From an optimization exercise on the open Yosys and OpenROAD flow, aimed at small area, a short achievable clock period and few clock cycles per item; shortcuts taken in it are not production practice.
Where RTL was checked, it was by simulation tests only, not by an equivalence proof against the original.
No activity file was given, so power comes from the tool's default toggle rates.

==> flow/design.v <==
package rrss_pkg;
  localparam int NUM_SLOTS  = 16;
  localparam int SLOT_W     = 4;
  localparam logic [7:0] TIME_SLICE_RST = 8'd16;
  localparam logic [1:0] ACT_TICK  = 2'd0;
  localparam logic [1:0] ACT_SLEEP = 2'd1;
  localparam logic [1:0] ACT_EXIT  = 2'd2;
  localparam logic [1:0] ACT_FORK  = 2'd3;
endpackage
module rrss_ctrl (
  input  logic        start,
  input  logic [17:0] item_i,
  input  logic        ne_i,        
  output logic        step_o,      
  output logic        sw_o,        
  output logic        tick_o,
  output logic        sleep_o,
  output logic        fork_o,      
  output logic        t1_o         
);
  logic [1:0]  act;
  logic [15:0] ticks;
  assign act   = item_i[17:16];
  assign ticks = item_i[15:0];
  assign tick_o  = (act == rrss_pkg::ACT_TICK);
  assign sleep_o = (act == rrss_pkg::ACT_SLEEP);
  assign fork_o  = start & (act == rrss_pkg::ACT_FORK);
  assign step_o  = start & (act != rrss_pkg::ACT_FORK) & ((act != rrss_pkg::ACT_SLEEP) | (|ticks));
  assign sw_o    = step_o & ~(tick_o & ne_i);
  assign t1_o    = (ticks == 16'd1);
endmodule
module rrss_datapath (
  input  logic [15:0]     blk_i,
  input  logic [15:0]     rdy_i,
  input  logic [16*16-1:0] wake_i,
  input  logic [15:0]     step_i,
  input  logic [15:0]     ticks_i,       
  input  logic            k2_i,
  input  logic [3:0]      last_i,
  input  logic [15:0]     above_i,
  input  logic [7:0]      slice_i,
  input  logic [7:0]      ts_i,
  output logic [15:0]     cd_blk_o,      
  output logic [15:0]     cd_rdy_o,
  output logic [15:0]     last_oh_o,
  output logic [15:0]     cur_oh_o,
  output logic [15:0]     found_oh_o,    
  output logic [15:0]     found_above_o,
  output logic [3:0]      found_idx_o,
  output logic            any_cand_o,
  output logic [15:0]     first_dead_o,
  output logic [3:0]      dead_idx_o,
  output logic            any_dead_o,
  output logic            ne_o,
  output logic [15:0]     step_inc_o,
  output logic [15:0]     wake_new_o,
  output logic [7:0]      slice_inc_o
);
  localparam int N = rrss_pkg::NUM_SLOTS;
  logic [N-1:0] due, cand, cand_hi, pre_hi, pre_all, first_hi, first_all, dead, pre_dead;
  logic         any_hi;
  assign step_inc_o  = step_i + 16'd1;
  assign wake_new_o  = step_i + ticks_i;
  assign slice_inc_o = slice_i + 8'd1;
  assign ne_o        = (slice_i != ts_i);
  always_comb begin
    for (int i = 0; i < N; i++) begin
      last_oh_o[i] = (last_i == 4'(i));
      cur_oh_o[i]  = ~above_i[i] & ((i == N-1) | above_i[(i+1) % N]);
      due[i]       = last_oh_o[i] ? k2_i : (wake_i[16*i +: 16] == step_i);
    end
  end
  assign cd_blk_o = blk_i & ~rdy_i;
  assign cd_rdy_o = rdy_i | (blk_i & due);
  assign cand    = rdy_i & ~16'b1;
  assign cand_hi = cand & above_i;
  assign dead    = ~blk_i & ~rdy_i;
  always_comb begin
    pre_hi[0]   = 1'b0;
    pre_all[0]  = 1'b0;
    pre_dead[0] = 1'b0;
    for (int i = 1; i < N; i++) begin
      pre_hi[i]   = pre_hi[i-1]   | cand_hi[i-1];
      pre_all[i]  = pre_all[i-1]  | cand[i-1];
      pre_dead[i] = pre_dead[i-1] | dead[i-1];
    end
  end
  assign first_hi     = cand_hi & ~pre_hi;
  assign first_all    = cand & ~pre_all;
  assign first_dead_o = dead & ~pre_dead;
  assign any_hi     = |cand_hi;
  assign any_cand_o = |cand;
  assign any_dead_o = |dead;
  assign found_oh_o    = any_hi ? first_hi : first_all;
  assign found_above_o = any_hi ? pre_hi : pre_all;
  always_comb begin
    found_idx_o = '0;
    dead_idx_o  = '0;
    for (int i = 0; i < N; i++) begin
      if (found_oh_o[i]) found_idx_o = found_idx_o | 4'(i);
      if (first_dead_o[i]) dead_idx_o = dead_idx_o | 4'(i);
    end
  end
endmodule
module round_robin_sleep_scheduler_unit (
  input  logic                clk_i,
  input  logic                rst_ni,
  input  logic                start,
  input  logic [17:0]         item_i,
  output logic                busy,
  input  logic                cfg_we_i,
  input  logic [7:0]          cfg_wdata_i,
  output logic                done_o,
  output logic [8:0]          result_o
);
  localparam int N = rrss_pkg::NUM_SLOTS;
  logic [N-1:0]    blk_q, rdy_q;
  logic [16*N-1:0] wake_q;
  logic [15:0]     step_q;
  logic [15:0]     ticks_q;
  logic            k2_q;
  logic [3:0]      last_q;
  logic [3:0]      cur_q;
  logic [N-1:0]    above_q;
  logic [7:0]      slice_q;
  logic [7:0]      ts_q;
  logic            done_q;
  logic [3:0]      new_slot_q;
  logic            failed_q;
  logic            step, sw, tick, sleep, fork_acc, t1, ne;
  logic [N-1:0]    cd_blk, cd_rdy, last_oh, cur_oh, found_oh, found_above, first_dead;
  logic [3:0]      found_idx, dead_idx;
  logic            any_cand, any_dead;
  logic [15:0]     step_inc, wake_new;
  logic [7:0]      slice_inc;
  logic [N-1:0]    pick_oh, pick_above;
  logic [3:0]      pick_idx;
  rrss_ctrl u_ctrl (
    .start   (start),
    .item_i  (item_i),
    .ne_i    (ne),
    .step_o  (step),
    .sw_o    (sw),
    .tick_o  (tick),
    .sleep_o (sleep),
    .fork_o  (fork_acc),
    .t1_o    (t1)
  );
  rrss_datapath u_dp (
    .blk_i         (blk_q),
    .rdy_i         (rdy_q),
    .wake_i        (wake_q),
    .step_i        (step_q),
    .ticks_i       (ticks_q),
    .k2_i          (k2_q),
    .last_i        (last_q),
    .above_i       (above_q),
    .slice_i       (slice_q),
    .ts_i          (ts_q),
    .cd_blk_o      (cd_blk),
    .cd_rdy_o      (cd_rdy),
    .last_oh_o     (last_oh),
    .cur_oh_o      (cur_oh),
    .found_oh_o    (found_oh),
    .found_above_o (found_above),
    .found_idx_o   (found_idx),
    .any_cand_o    (any_cand),
    .first_dead_o  (first_dead),
    .dead_idx_o    (dead_idx),
    .any_dead_o    (any_dead),
    .ne_o          (ne),
    .step_inc_o    (step_inc),
    .wake_new_o    (wake_new),
    .slice_inc_o   (slice_inc)
  );
  assign pick_oh    = any_cand ? found_oh : (tick ? cur_oh : 16'b1);
  assign pick_above = any_cand ? found_above : (tick ? above_q : ~16'b1);
  assign pick_idx   = any_cand ? found_idx : (tick ? cur_q : 4'd0);
  always_ff @(posedge clk_i or negedge rst_ni) begin
    if (!rst_ni) begin
      blk_q <= '0;
      rdy_q <= 16'b1;
    end else begin
      for (int i = 0; i < N; i++) begin
        if (step) begin
          if (sw & pick_oh[i]) begin
            blk_q[i] <= 1'b1;
            rdy_q[i] <= 1'b0;
          end else if (cur_oh[i]) begin
            blk_q[i] <= sleep | ~sw;
            rdy_q[i] <= (tick & sw) | (sleep & t1);
          end else begin
            blk_q[i] <= cd_blk[i];
            rdy_q[i] <= cd_rdy[i];
          end
        end else if (fork_acc & first_dead[i]) begin
          rdy_q[i] <= 1'b1;
        end
      end
      blk_q[0] <= 1'b0;
      if (step) begin
        if (sw & pick_oh[0]) begin
          rdy_q[0] <= 1'b1;
        end else if (cur_oh[0]) begin
          rdy_q[0] <= ~(sleep | tick) ? 1'b0 : 1'b1;
        end
      end
    end
  end
  always_ff @(posedge clk_i) begin
    ticks_q <= item_i[15:0] - 16'd2;
    k2_q    <= (item_i[15:0] == 16'd2);
    for (int i = 0; i < N; i++) begin
      if (last_oh[i]) wake_q[16*i +: 16] <= wake_new;
    end
  end
  always_ff @(posedge clk_i or negedge rst_ni) begin
    if (!rst_ni) begin
      step_q   <= '0;
      last_q   <= '0;
      cur_q    <= '0;
      above_q  <= ~16'b1;
      slice_q  <= '0;
      ts_q     <= rrss_pkg::TIME_SLICE_RST;
      done_q   <= 1'b0;
    end else begin
      if (cfg_we_i) ts_q <= cfg_wdata_i;
      if (step) step_q <= step_inc;
      last_q <= cur_q;
      if (sw) begin
        cur_q    <= pick_idx;
        above_q  <= pick_above;
        slice_q  <= 8'd1;
      end else if (step) begin
        slice_q <= slice_inc;
      end
      done_q <= start;
    end
  end
  always_ff @(posedge clk_i) begin
    if (start) begin
      new_slot_q <= (fork_acc & any_dead) ? dead_idx : 4'd0;
      failed_q   <= fork_acc & ~any_dead;
    end
  end
  assign busy     = 1'b0;
  assign done_o   = done_q;
  assign result_o = {cur_q, new_slot_q, failed_q};
endmodule
clock: 8.0 ns
lec_check: 0
cap_margin: 20
core_margin: 2
core_utilization: 50
cts_cluster_diameter: 100
cts_cluster_size: 30
setup_slack_margin: 5
slew_margin: 20
run.sh (not shown) runs the stock make flow with config.mk's settings and CLKGATE_MAP_FILE= SYNTH_SCRIPT=/design/flow/synth_recipe.tcl, a recipe that flattens the netlist after the stock synthesis.
==> next run, changes <==
--- a/flow/design.v
+++ b/flow/design.v
@@ -31,13 +31,13 @@
 endmodule
 module rrss_datapath (
   input  logic [15:0]     blk_i,
   input  logic [15:0]     rdy_i,
   input  logic [16*16-1:0] wake_i,
   input  logic [15:0]     step_i,
-  input  logic [15:0]     ticks_i,       
+  input  logic [15:0]     ticks_i,
   input  logic            k2_i,
   input  logic [3:0]      last_i,
   input  logic [15:0]     above_i,
   input  logic [7:0]      slice_i,
   input  logic [7:0]      ts_i,
   output logic [15:0]     cd_blk_o,      
@@ -57,13 +57,13 @@
   output logic [7:0]      slice_inc_o
 );
   localparam int N = rrss_pkg::NUM_SLOTS;
   logic [N-1:0] due, cand, cand_hi, pre_hi, pre_all, first_hi, first_all, dead, pre_dead;
   logic         any_hi;
   assign step_inc_o  = step_i + 16'd1;
-  assign wake_new_o  = step_i + ticks_i;
+  assign wake_new_o  = step_i + ticks_i - 16'd2;
   assign slice_inc_o = slice_i + 8'd1;
   assign ne_o        = (slice_i != ts_i);
   always_comb begin
     for (int i = 0; i < N; i++) begin
       last_oh_o[i] = (last_i == 4'(i));
       cur_oh_o[i]  = ~above_i[i] & ((i == N-1) | above_i[(i+1) % N]);
@@ -205,13 +205,13 @@
           rdy_q[0] <= ~(sleep | tick) ? 1'b0 : 1'b1;
         end
       end
     end
   end
   always_ff @(posedge clk_i) begin
-    ticks_q <= item_i[15:0] - 16'd2;
+    ticks_q <= item_i[15:0];
     k2_q    <= (item_i[15:0] == 16'd2);
     for (int i = 0; i < N; i++) begin
       if (last_oh[i]) wake_q[16*i +: 16] <= wake_new;
     end
   end
   always_ff @(posedge clk_i or negedge rst_ni) begin
Non-clock buffer count came out lower by 16.
Final area goes down by 0.92%.
Maximum frequency grows by 11%.
Routed wire length fell by 1.0%.
Sequential share of layout area climbs by 0.47 points.
Cell count falls by 0.41%.
Setup slack gets better by 310 ps.
Clock power goes down by about 5%.
Testbench counts after the change, summed over its fixed seeds: cycles 8,000, items 8,000.
Only the layout flow was run in the first run of this note; the RTL was not checked for function there.

static timing again, ports no longer ideal:
Ports are ideal in the flow. The routed layouts listed here were re-timed in OpenROAD.
Step 1 (the two cells are an assumption about what drives the block):
set clk [get_ports {clk_i}]
set_driving_cell -lib_cell sky130_fd_sc_hd__clkbuf_16 $clk
set_driving_cell -lib_cell sky130_fd_sc_hd__buf_2 [delete_from_list [all_inputs] $clk]
Step 2 times the ports against the registers' clock, not the clock port: input delays grow and output delays shrink by t, the midpoint of the rising clock arrivals with the driver on.
Slacks: ideal ports / drivers / drivers and shift; pairs: ideal ports / drivers.
run	shift t [ns]	slack for setup (ns)	worst setup path after step 2	worst data-port slew with drivers (ns)	cell pins on the clock port's net
the first run	0.574	4.752 / 4.760 / 4.186	input to register	0.06	1
the second run	0.577	5.066 / 5.079 / 4.510	input to register	0.04	1
After both steps setup and hold are still met in every run listed. For the first run, which loses most, drivers alone change the setup slack by +0.008 ns; drivers and shift together by -0.566 ns.
